From an optimization exercise on the open Yosys and OpenROAD flow, aimed at small area; shortcuts taken in it are not production practice. Only simulation tests tie the RTL to the original design; equivalence was not proved.

==> v17: inputs <==
## nn_top
module nn_top #(
  parameter int data_w = 16,
  parameter int frac_w = 8
) (
  input  wire                clk,
  input  wire                rst_n,
  input  wire                in_valid_w1,
  input  wire                in_valid_w2,
  input  wire                in_valid_d,
  input  wire  [data_w-1:0]  weight1,
  input  wire  [data_w-1:0]  weight2,
  input  wire  [data_w-1:0]  data_point,
  output logic               out_valid,
  output logic [data_w-1:0]  out
);
==> flow/config.mk <==
export PLATFORM = sky130hd
export DESIGN_NAME = nn_top
export DESIGN_NICKNAME = nn_top
export VERILOG_FILES = /design/flow/design.v
export SDC_FILE = /design/flow/constraint.sdc
export NUM_CORES = 4
export LEC_CHECK = 0
export CAP_MARGIN = 20
export CORE_MARGIN = 2
export CORE_UTILIZATION = 40
export GPL_TIMING_DRIVEN = 0
export SLEW_MARGIN = 20
==> flow/constraint.sdc <==
create_clock -name core_clock -period 12.0 [get_ports {clk}]
set_input_delay 2.4000 -clock core_clock [delete_from_list [all_inputs] [get_ports {clk}]]
set_output_delay 2.4000 -clock core_clock [all_outputs]
set_load 0.01 [all_outputs]
standard.sh (not shown) runs the stock make flow with config.mk's settings and CLKGATE_MAP_FILE= SYNTH_SCRIPT=/design/flow/synth_recipe.tcl, a recipe that flattens the netlist after the stock synthesis.
==> flow/flow/run.sh <==
#!/bin/bash
# Own flow: the standard layout, with an area-oriented resynthesis of the
# combinational logic (see my_synth.tcl). Each tool's output goes to a log here.
set -euo pipefail
W=$PWD
F=$W/flow
R=$W/orfs/results/$FLOW_PLATFORM/nn_top/base
LG=$W/orfs/logs/$FLOW_PLATFORM/nn_top/base

bash standard.sh synth > $W/log_synth_standard.txt 2>&1
cp $R/1_2_yosys.v $W/netlist_standard.v
cp $LG/1_2_yosys.log $W/log_yosys_standard.txt
python3 $F/regs.py list $W/netlist_standard.v > $W/regs_standard.txt

# 2. the area-oriented synthesis of the same RTL; its flip-flops get the
#    standard synthesis's instance names (checked one-to-one, same cell types)
sleep 1
choice=standard
if bash standard.sh SYNTH_SCRIPT=$F/my_synth.tcl do-yosys > $W/log_synth_area.txt 2>&1; then
  cp $LG/1_2_yosys.log $W/log_yosys_area.txt
  cp $R/1_2_yosys.v $W/netlist_area.v
  if [ -s $W/regs_standard.txt ] && python3 $F/regs.py rename $W/netlist_area.v $W/regs_standard.txt; then
    choice=area
  fi
fi
if [ $choice = area ]; then
  cp $W/netlist_area.v $R/1_2_yosys.v
else
  cp $W/netlist_standard.v $R/1_2_yosys.v
fi
echo "netlist used: $choice" > $W/synth_choice.txt
touch $R/1_2_yosys.v

# 3. the rest of the standard layout from that netlist, with the extra make
#    settings in layout_args.txt (one per line: smaller port buffers, CTS options)
args=()
if [ -f $F/layout_args.txt ]; then
  while IFS= read -r line; do
    [ -n "$line" ] && args+=("$line")
  done < $F/layout_args.txt
fi
bash standard.sh "${args[@]}" finish > $W/log_layout.txt 2>&1
==> flow/flow/abc_area_relaxed.script <==
strash
&get -n
&st
&dch
&nf -R 1000
&put
topo
dnsize -c
==> flow/flow/layout_args.txt <==
BUFFER_PORTS_ARGS=-buffer_cell sky130_fd_sc_hd__buf_1
CTS_ARGS=-sink_clustering_enable -repair_clock_nets -sink_clustering_size 20 -sink_clustering_max_diameter 70 -buf_list sky130_fd_sc_hd__clkbuf_8 -dont_use_dummy_load
Other scripts of this flow, unchanged in this note and not shown: flow/flow/my_synth.tcl, flow/flow/regs.py
==> inputs of v20, as changes to v17 <==
==> flow/flow/abc_area_relaxed.script (replaced) <==
strash
dch -f
amap
topo
dnsize -c
==> flow/flow/layout_args.txt (replaced) <==
BUFFER_PORTS_ARGS=-buffer_cell sky130_fd_sc_hd__buf_1
CTS_ARGS=-sink_clustering_enable -repair_clock_nets -sink_clustering_size 16 -sink_clustering_max_diameter 60 -buf_list sky130_fd_sc_hd__clkbuf_8 -dont_use_dummy_load
- CAP_MARGIN: 20 -> 5
- SLEW_MARGIN: 20 -> 5
==> inputs of v37, as changes to v17 <==
--- a/flow/design.v
+++ b/flow/design.v
@@ -103,38 +103,36 @@
   wire xb_d3 = ~(c2 | c4 | c5 | c7);
   wire [15:0] xa = ({16{xa_d1}} & d[1]) | ({16{xa_d0}} & d[0]) | ({16{xa_h}} & {1'b0, h[14:0]});
   wire [15:0] xb = ({16{xb_d3}} & d[3]) | ({16{xb_d2}} & d[2]) | ({16{xb_r}} & {1'b0, r[14:0]});
   wire vd0 = (n_d >= 3'd4);
   wire vd1 = (n_d >= 3'd3);
   wire vd2 = (n_d >= 3'd2);
   wire vd3 = (n_d != 3'd0);
   wire ya_0  = c0 & vd1 & (n_w1 >= 4'd12);    
+  wire ya_1  = c1 & vd1 & (n_w1 >= 4'd11);
   wire ya_8  = c2 & vd0 & (n_w1 >= 4'd4);
   wire ya_9  = c3 & vd1 & (n_w1 >= 4'd3);
   wire ya_v0 = c4 & (n_w2 == 2'd3);
   wire ya_4  = c5 & vd0 & (n_w1 >= 4'd8);
   wire ya_5  = c6 & vd1 & (n_w1 >= 4'd7);
   wire yb_2  = c0 & vd3 & (n_w1 >= 4'd10);    
+  wire yb_3  = c1 & vd3 & (n_w1 >= 4'd9);
   wire yb_10 = c2 & vd2 & (n_w1 >= 4'd2);
   wire yb_11 = c3 & vd3 & (n_w1 != 4'd0);
   wire yb_v2 = c4 & (n_w2 != 2'd0);
   wire yb_6  = c5 & vd2 & (n_w1 >= 4'd6);
   wire yb_7  = c6 & vd3 & (n_w1 >= 4'd5);
   wire yb_v1 = c7 & (n_w2 >= 2'd2);
-  wire ya_1r = b & vd1 & (n_w1 >= 4'd11);
-  wire yb_3r = b & vd3 & (n_w1 >= 4'd9);
-  wire [15:0] ya_rest = ({16{ya_1r}} & w1[1]) | ({16{ya_8}} & w1[8]) |
-                        ({16{ya_9}} & w1[9]) | ({16{ya_v0}} & w2[0]) | ({16{ya_4}} & w1[4]) |
-                        ({16{ya_5}} & w1[5]);
-  wire [15:0] yb_rest = ({16{yb_3r}} & w1[3]) | ({16{yb_10}} & w1[10]) |
-                        ({16{yb_11}} & w1[11]) | ({16{yb_v2}} & w2[2]) | ({16{yb_6}} & w1[6]) |
-                        ({16{yb_7}} & w1[7]) | ({16{yb_v1}} & w2[1]);
-  wire [15:0] ya = ({16{ya_0}} & w1[0]) | ({16{~in_valid_d}} & ya_rest);
-  wire [15:0] yb = ({16{yb_2}} & w1[2]) | ({16{~in_valid_d}} & yb_rest);
+  wire [15:0] ya = ({16{ya_0}} & w1[0]) | ({16{ya_1}} & w1[1]) | ({16{ya_8}} & w1[8]) |
+                   ({16{ya_9}} & w1[9]) | ({16{ya_v0}} & w2[0]) | ({16{ya_4}} & w1[4]) |
+                   ({16{ya_5}} & w1[5]);
+  wire [15:0] yb = ({16{yb_2}} & w1[2]) | ({16{yb_3}} & w1[3]) | ({16{yb_10}} & w1[10]) |
+                   ({16{yb_11}} & w1[11]) | ({16{yb_v2}} & w2[2]) | ({16{yb_6}} & w1[6]) |
+                   ({16{yb_7}} & w1[7]) | ({16{yb_v1}} & w2[1]);
   wire [15:0] acc_in = ({16{c1 | c3 | c6}} & r) | ({16{c7}} & h);
   wire [15:0] s;
   wire t_0, t_1, t_2, t_3, t_4, t_5, t_6, t_7, t_8, t_9, t_10, t_11, t_12, t_13, t_14, t_15, t_16, t_17, t_18, t_19, t_20, t_21, t_22, t_23, t_24, t_25, t_26, t_27, t_28, t_29, t_30, t_31, t_32, t_33, t_34, t_35, t_36, t_37, t_38, t_39, t_40, t_41, t_42, t_43, t_44, t_45, t_46, t_47, t_48, t_49, t_50, t_51, t_52, t_53, t_54, t_55, t_56, t_57, t_58, t_59, t_60, t_61, t_62, t_63, t_64, t_65, t_66, t_67, t_68, t_69, t_70, t_71, t_72, t_73, t_74, t_75, t_76, t_77, t_78, t_79, t_80, t_81, t_82, t_83, t_84, t_85, t_86, t_87, t_88, t_89, t_90, t_91, t_92, t_93, t_94, t_95, t_96, t_97, t_98, t_99, t_100, t_101, t_102, t_103, t_104, t_105, t_106, t_107, t_108, t_109, t_110, t_111, t_112, t_113, t_114, t_115, t_116, t_117, t_118, t_119, t_120, t_121, t_122, t_123, t_124, t_125, t_126, t_127, t_128, t_129, t_130, t_131, t_132, t_133, t_134, t_135, t_136, t_137, t_138, t_139, t_140, t_141, t_142, t_143, t_144, t_145, t_146, t_147, t_148, t_149, t_150, t_151, t_152, t_153, t_154, t_155, t_156, t_157, t_158, t_159, t_160, t_161, t_162, t_163, t_164, t_165, t_166, t_167, t_168, t_169, t_170, t_171, t_172, t_173, t_174, t_175, t_176, t_177, t_178, t_179, t_180, t_181, t_182, t_183, t_184, t_185, t_186, t_187, t_188, t_189, t_190, t_191, t_192, t_193, t_194, t_195, t_196, t_197, t_198, t_199, t_200, t_201, t_202, t_203, t_204, t_205, t_206, t_207, t_208, t_209, t_210, t_211, t_212, t_213, t_214, t_215, t_216, t_217, t_218, t_219, t_220, t_221, t_222, t_223, t_224, t_225, t_226, t_227, t_228, t_229, t_230, t_231, t_232, t_233, t_234, t_235, t_236, t_237, t_238, t_239, t_240, t_241, t_242, t_243, t_244, t_245, t_246, t_247, t_248, t_249, t_250, t_251, t_252, t_253, t_254, t_255, t_256, t_257, t_258, t_259, t_260, t_261, t_262, t_263, t_264, t_265, t_266, t_267, t_268, t_269, t_270, t_271, t_272, t_273, t_274, t_275, t_276, t_277, t_278, t_279, t_280, t_281, t_282, t_283, t_284, t_285, t_286, t_287, t_288, t_289, t_290, t_291, t_292, t_293, t_294, t_295, t_296, t_297, t_298, t_299, t_300, t_301, t_302, t_303, t_304, t_305, t_306, t_307, t_308, t_309, t_310, t_311, t_312, t_313, t_314, t_315, t_316, t_317, t_318, t_319, t_320, t_321, t_322, t_323, t_324, t_325, t_326, t_327, t_328, t_329, t_330, t_331, t_332, t_333, t_334, t_335, t_336, t_337, t_338, t_339, t_340, t_341, t_342, t_343, t_344, t_345, t_346, t_347, t_348, t_349, t_350, t_351, t_352, t_353, t_354, t_355, t_356, t_357, t_358, t_359, t_360, t_361, t_362, t_363, t_364, t_365, t_366, t_367, t_368, t_369, t_370, t_371, t_372, t_373, t_374, t_375, t_376, t_377, t_378, t_379, t_380, t_381, t_382, t_383, t_384, t_385, t_386, t_387, t_388, t_389, t_390, t_391, t_392, t_393, t_394, t_395, t_396, t_397, t_398, t_399, t_400, t_401, t_402, t_403, t_404, t_405, t_406, t_407, t_408, t_409, t_410, t_411, t_412, t_413, t_414, t_415, t_416, t_417, t_418, t_419, t_420, t_421, t_422, t_423, t_424, t_425, t_426, t_427, t_428, t_429, t_430, t_431, t_432, t_433, t_434, t_435, t_436, t_437, t_438, t_439, t_440, t_441, t_442, t_443, t_444, t_445, t_446, t_447, t_448, t_449, t_450, t_451, t_452, t_453, t_454, t_455, t_456, t_457, t_458, t_459, t_460, t_461, t_462, t_463, t_464, t_465, t_466, t_467, t_468, t_469, t_470, t_471, t_472, t_473, t_474, t_475, t_476, t_477, t_478, t_479, t_480, t_481, t_482, t_483, t_484, t_485, t_486, t_487, t_488, t_489, t_490, t_491, t_492, t_493, t_494, t_495, t_496, t_497, t_498, t_499, t_500, t_501, t_502, t_503, t_504, t_505, t_506, t_507, t_508, t_509, t_510, t_511, t_512, t_513, t_514, t_515, t_516, t_517, t_518, t_519, t_520, t_521, t_522, t_523, t_524, t_525, t_526, t_527, t_528, t_529, t_530, t_531, t_532, t_533, t_534, t_535, t_536, t_537, t_538, t_539, t_540, t_541, t_542, t_543, t_544, t_545, t_546, t_547, t_548, t_549, t_550, t_551, t_552, t_553, t_554, t_555, t_556, t_557, t_558, t_559, t_560, t_561, t_562, t_563, t_564, t_565, t_566, t_567, t_568, t_569, t_570, t_571, t_572, t_573, t_574, t_575, t_576, t_577, t_578, t_579, t_580, t_581, t_582, t_583, t_584, t_585, t_586, t_587, t_588, t_589, t_590, t_591, t_592, t_593, t_594, t_595, t_596, t_597, t_598, t_599, t_600, t_601, t_602, t_603, t_604, t_605, t_606, t_607, t_608, t_609, t_610, t_611, t_612, t_613, t_614, t_615, t_616, t_617, t_618, t_619, t_620, t_621, t_622, t_623, t_624, t_625, t_626, t_627, t_628, t_629, t_630, t_631, t_632, t_633, t_634, t_635, t_636, t_637, t_638, t_639, t_640, t_641, t_642, t_643, t_644, t_645, t_646, t_647, t_648, t_649, t_650, t_651, t_652, t_653, t_654, t_655, t_656, t_657, t_658, t_659, t_660, t_661, t_662, t_663, t_664, t_665, t_666, t_667, t_668, t_669, t_670, t_671, t_672, t_673, t_674, t_675, t_676, t_677, t_678, t_679, t_680, t_681, t_682, t_683, t_684, t_685, t_686, t_687, t_688, t_689, t_690, t_691, t_692, t_693, t_694, t_695, t_696, t_697, t_698, t_699, t_700, t_701, t_702, t_703, t_704, t_705, t_706, t_707, t_708, t_709, t_710, t_711, t_712, t_713, t_714, t_715, t_716, t_717, t_718, t_719, t_720, t_721, t_722, t_723, t_724, t_725, t_726, t_727, t_728, t_729, t_730, t_731, t_732, t_733, t_734, t_735, t_736, t_737, t_738, t_739, t_740, t_741, t_742, t_743, t_744, t_745, t_746, t_747, t_748, t_749, t_750, t_751, t_752, t_753, t_754, t_755, t_756, t_757, t_758, t_759, t_760, t_761, t_762, t_763, t_764, t_765, t_766, t_767, t_768, t_769, t_770, t_771, t_772, t_773, t_774, t_775, t_776, t_777, t_778, t_779, t_780, t_781, t_782, t_783, t_784, t_785, t_786, t_787, t_788, t_789, t_790, t_791, t_792, t_793, t_794, t_795, t_796, t_797, t_798, t_799, t_800, t_801, t_802, t_803, t_804, t_805, t_806, t_807, t_808, t_809, t_810, t_811, t_812, t_813, t_814, t_815, t_816, t_817, t_818, t_819, t_820, t_821, t_822, t_823, t_824, t_825, t_826, t_827, t_828, t_829, t_830, t_831, t_832, t_833, t_834, t_835, t_836, t_837, t_838, t_839, t_840, t_841, t_842, t_843, t_844, t_845, t_846, t_847, t_848, t_849, t_850, t_851, t_852, t_853, t_854, t_855, t_856, t_857, t_858, t_859, t_860, t_861, t_862, t_863, t_864, t_865, t_866, t_867, t_868, t_869, t_870, t_871, t_872, t_873, t_874, t_875, t_876, t_877, t_878, t_879, t_880, t_881, t_882, t_883, t_884, t_885, t_886, t_887, t_888, t_889, t_890, t_891, t_892, t_893, t_894, t_895, t_896, t_897, t_898, t_899, t_900, t_901, t_902, t_903, t_904, t_905, t_906, t_907, t_908, t_909, t_910, t_911, t_912, t_913, t_914, t_915, t_916, t_917, t_918, t_919, t_920, t_921, t_922, t_923, t_924, t_925, t_926, t_927, t_928, t_929, t_930, t_931, t_932, t_933, t_934, t_935, t_936, t_937, t_938, t_939, t_940, t_941, t_942, t_943, t_944, t_945, t_946, t_947, t_948, t_949, t_950, t_951, t_952, t_953, t_954, t_955, t_956, t_957, t_958, t_959, t_960, t_961, t_962, t_963, t_964, t_965, t_966, t_967, t_968, t_969, t_970, t_971, t_972, t_973, t_974, t_975, t_976, t_977, t_978, t_979, t_980, t_981, t_982, t_983, t_984, t_985, t_986, t_987, t_988, t_989, t_990, t_991, t_992, t_993, t_994, t_995, t_996, t_997, t_998, t_999, t_1000, t_1001, t_1002, t_1003, t_1004, t_1005, t_1006, t_1007, t_1008, t_1009, t_1010, t_1011, t_1012, t_1013, t_1014, t_1015, t_1016, t_1017, t_1018, t_1019, t_1020, t_1021, t_1022, t_1023, t_1024, t_1025, t_1026, t_1027, t_1028, t_1029, t_1030, t_1031, t_1032, t_1033, t_1034, t_1035, t_1036, t_1037, t_1038, t_1039, t_1040, t_1041, t_1042, t_1043, t_1044, t_1045, t_1046, t_1047, t_1048, t_1049, t_1050, t_1051, t_1052, t_1053, t_1054, t_1055, t_1056, t_1057, t_1058, t_1059, t_1060, t_1061, t_1062, t_1063, t_1064, t_1065, t_1066, t_1067, t_1068, t_1069, t_1070, t_1071, t_1072, t_1073, t_1074, t_1075, t_1076, t_1077, t_1078, t_1079, t_1080, t_1081, t_1082, t_1083, t_1084, t_1085, t_1086, t_1087, t_1088, t_1089, t_1090, t_1091, t_1092, t_1093, t_1094, t_1095, t_1096, t_1097, t_1098, t_1099, t_1100, t_1101, t_1102, t_1103, t_1104, t_1105, t_1106, t_1107, t_1108, t_1109, t_1110, t_1111, t_1112, t_1113, t_1114, t_1115, t_1116, t_1117, t_1118, t_1119, t_1120, t_1121, t_1122, t_1123, t_1124, t_1125, t_1126, t_1127, t_1128, t_1129, t_1130, t_1131, t_1132, t_1133, t_1134, t_1135, t_1136, t_1137, t_1138, t_1139, t_1140, t_1141, t_1142, t_1143, t_1144, t_1145, t_1146, t_1147, t_1148, t_1149, t_1150, t_1151, t_1152, t_1153, t_1154, t_1155, t_1156, t_1157, t_1158, t_1159, t_1160, t_1161, t_1162, t_1163, t_1164, t_1165, t_1166, t_1167, t_1168, t_1169, t_1170, t_1171, t_1172, t_1173, t_1174, t_1175, t_1176, t_1177, t_1178, t_1179, t_1180, t_1181, t_1182, t_1183, t_1184, t_1185, t_1186, t_1187, t_1188, t_1189, t_1190, t_1191, t_1192, t_1193, t_1194, t_1195, t_1196, t_1197, t_1198, t_1199, t_1200, t_1201, t_1202, t_1203, t_1204, t_1205, t_1206, t_1207, t_1208, t_1209, t_1210, t_1211, t_1212, t_1213, t_1214, t_1215, t_1216, t_1217, t_1218, t_1219, t_1220, t_1221, t_1222, t_1223, t_1224, t_1225, t_1226, t_1227, t_1228, t_1229, t_1230, t_1231, t_1232, t_1233, t_1234, t_1235, t_1236, t_1237, t_1238, t_1239, t_1240, t_1241, t_1242, t_1243, t_1244, t_1245, t_1246, t_1247, t_1248, t_1249, t_1250, t_1251, t_1252, t_1253, t_1254, t_1255, t_1256, t_1257, t_1258, t_1259, t_1260, t_1261, t_1262, t_1263, t_1264, t_1265, t_1266, t_1267, t_1268, t_1269, t_1270, t_1271, t_1272, t_1273, t_1274, t_1275, t_1276, t_1277, t_1278, t_1279, t_1280, t_1281, t_1282, t_1283, t_1284, t_1285, t_1286, t_1287, t_1288, t_1289, t_1290, t_1291, t_1292, t_1293, t_1294, t_1295, t_1296, t_1297, t_1298, t_1299, t_1300, t_1301, t_1302, t_1303, t_1304, t_1305, t_1306, t_1307, t_1308, t_1309, t_1310, t_1311, t_1312, t_1313, t_1314, t_1315, t_1316, t_1317, t_1318, t_1319, t_1320, t_1321, t_1322, t_1323, t_1324, t_1325, t_1326, t_1327, t_1328, t_1329, t_1330, t_1331, t_1332, t_1333, t_1334, t_1335, t_1336, t_1337, t_1338, t_1339, t_1340, t_1341, t_1342, t_1343, t_1344, t_1345, t_1346, t_1347, t_1348, t_1349, t_1350, t_1351, t_1352, t_1353, t_1354, t_1355, t_1356, t_1357, t_1358, t_1359, t_1360, t_1361, t_1362, t_1363, t_1364, t_1365, t_1366, t_1367, t_1368, t_1369, t_1370, t_1371, t_1372, t_1373, t_1374, t_1375, t_1376, t_1377, t_1378, t_1379, t_1380, t_1381, t_1382, t_1383, t_1384, t_1385, t_1386, t_1387, t_1388, t_1389, t_1390, t_1391, t_1392, t_1393, t_1394, t_1395, t_1396, t_1397, t_1398, t_1399, t_1400, t_1401, t_1402, t_1403, t_1404, t_1405, t_1406, t_1407, t_1408, t_1409, t_1410, t_1411, t_1412, t_1413, t_1414, t_1415, t_1416, t_1417, t_1418, t_1419, t_1420, t_1421, t_1422, t_1423, t_1424, t_1425, t_1426, t_1427, t_1428, t_1429, t_1430, t_1431, t_1432, t_1433, t_1434, t_1435, t_1436, t_1437, t_1438, t_1439, t_1440, t_1441, t_1442, t_1443, t_1444, t_1445, t_1446, t_1447, t_1448, t_1449, t_1450, t_1451, t_1452, t_1453, t_1454, t_1455, t_1456, t_1457, t_1458, t_1459, t_1460, t_1461, t_1462, t_1463, t_1464, t_1465, t_1466, t_1467, t_1468, t_1469, t_1470, t_1471, t_1472, t_1473, t_1474, t_1475, t_1476, t_1477, t_1478, t_1479, t_1480, t_1481, t_1482, t_1483, t_1484, t_1485, t_1486, t_1487, t_1488, t_1489, t_1490, t_1491, t_1492, t_1493, t_1494, t_1495, t_1496, t_1497, t_1498, t_1499, t_1500, t_1501, t_1502, t_1503, t_1504, t_1505, t_1506, t_1507, t_1508, t_1509, t_1510, t_1511, t_1512, t_1513, t_1514, t_1515, t_1516, t_1517, t_1518, t_1519, t_1520, t_1521, t_1522, t_1523, t_1524, t_1525, t_1526, t_1527, t_1528, t_1529, t_1530, t_1531, t_1532, t_1533, t_1534, t_1535, t_1536, t_1537, t_1538, t_1539, t_1540, t_1541, t_1542, t_1543, t_1544, t_1545, t_1546, t_1547, t_1548, t_1549, t_1550, t_1551, t_1552, t_1553;
   assign t_0 = ~xa[0];
   assign t_1 = xa[1] & t_0;
   assign t_2 = ~xa[1];
   assign t_3 = xa[0] & ya[0];
   assign t_4 = t_3 ^ xa[1];
--- a/flow/flow/run.sh
+++ b/flow/flow/run.sh
@@ -26,17 +26,10 @@
 if [ $choice = area ]; then
   cp $W/netlist_area.v $R/1_2_yosys.v
 else
   cp $W/netlist_standard.v $R/1_2_yosys.v
 fi
 echo "netlist used: $choice" > $W/synth_choice.txt
 touch $R/1_2_yosys.v
 
-# 3. the rest of the standard layout from that netlist, with the extra make
-#    settings in layout_args.txt (one per line: smaller port buffers, CTS options)
-args=()
-if [ -f $F/layout_args.txt ]; then
-  while IFS= read -r line; do
-    [ -n "$line" ] && args+=("$line")
-  done < $F/layout_args.txt
-fi
-bash standard.sh "${args[@]}" finish > $W/log_layout.txt 2>&1
+# 3. the rest of the standard layout from that netlist
+bash standard.sh > $W/log_layout.txt 2>&1
- GPL_TIMING_DRIVEN: 0 -> unset
removed: flow/flow/layout_args.txt
==> run notes <==
Routed wire length: v37 > v20 > v17. In flip-flop and latch count, v20 and v37 do not differ. v37 passed the timing, design-rule and antenna checks. v20 passed the timing, design-rule and antenna checks. v17 finished clean. Via count, lowest first: v17, v37, v20. Fmax, lowest first: v20, v17, v37. The lowest area after synthesis belongs to v37, the highest to v20.

## static timing again, ports no longer ideal
The results above use ideal ports. As a check the final layouts listed here were re-extracted and re-timed, cells and wires unchanged.
Step 1 assumes that a clkbuf_16 drives the clock port and a buf_2 every other input.
Step 2 times the ports against the registers' clock, not the clock port: input delays grow and output delays shrink by t, the midpoint of the rising clock arrivals with the driver on.
Three values: ideal, step 1, step 2; two values: the first two.
run | shift t [ns] | setup slack, ns | worst data-port slew with drivers (ns) | cell pins on the clock port's net
v17 | 0.631 | 0.424 / 0.436 / -0.195 | 0.04 | 1
v20 | 0.655 | 0.390 / 0.418 / -0.237 | 0.06 | 1
v37 | 0.633 | 0.427 / 0.320 / -0.313 | 0.16 | 1
Met with ideal ports but missed after step 2: setup timing in every run listed. For v37, which loses most, drivers alone change the setup slack by -0.107 ns; drivers and shift together by -0.740 ns.
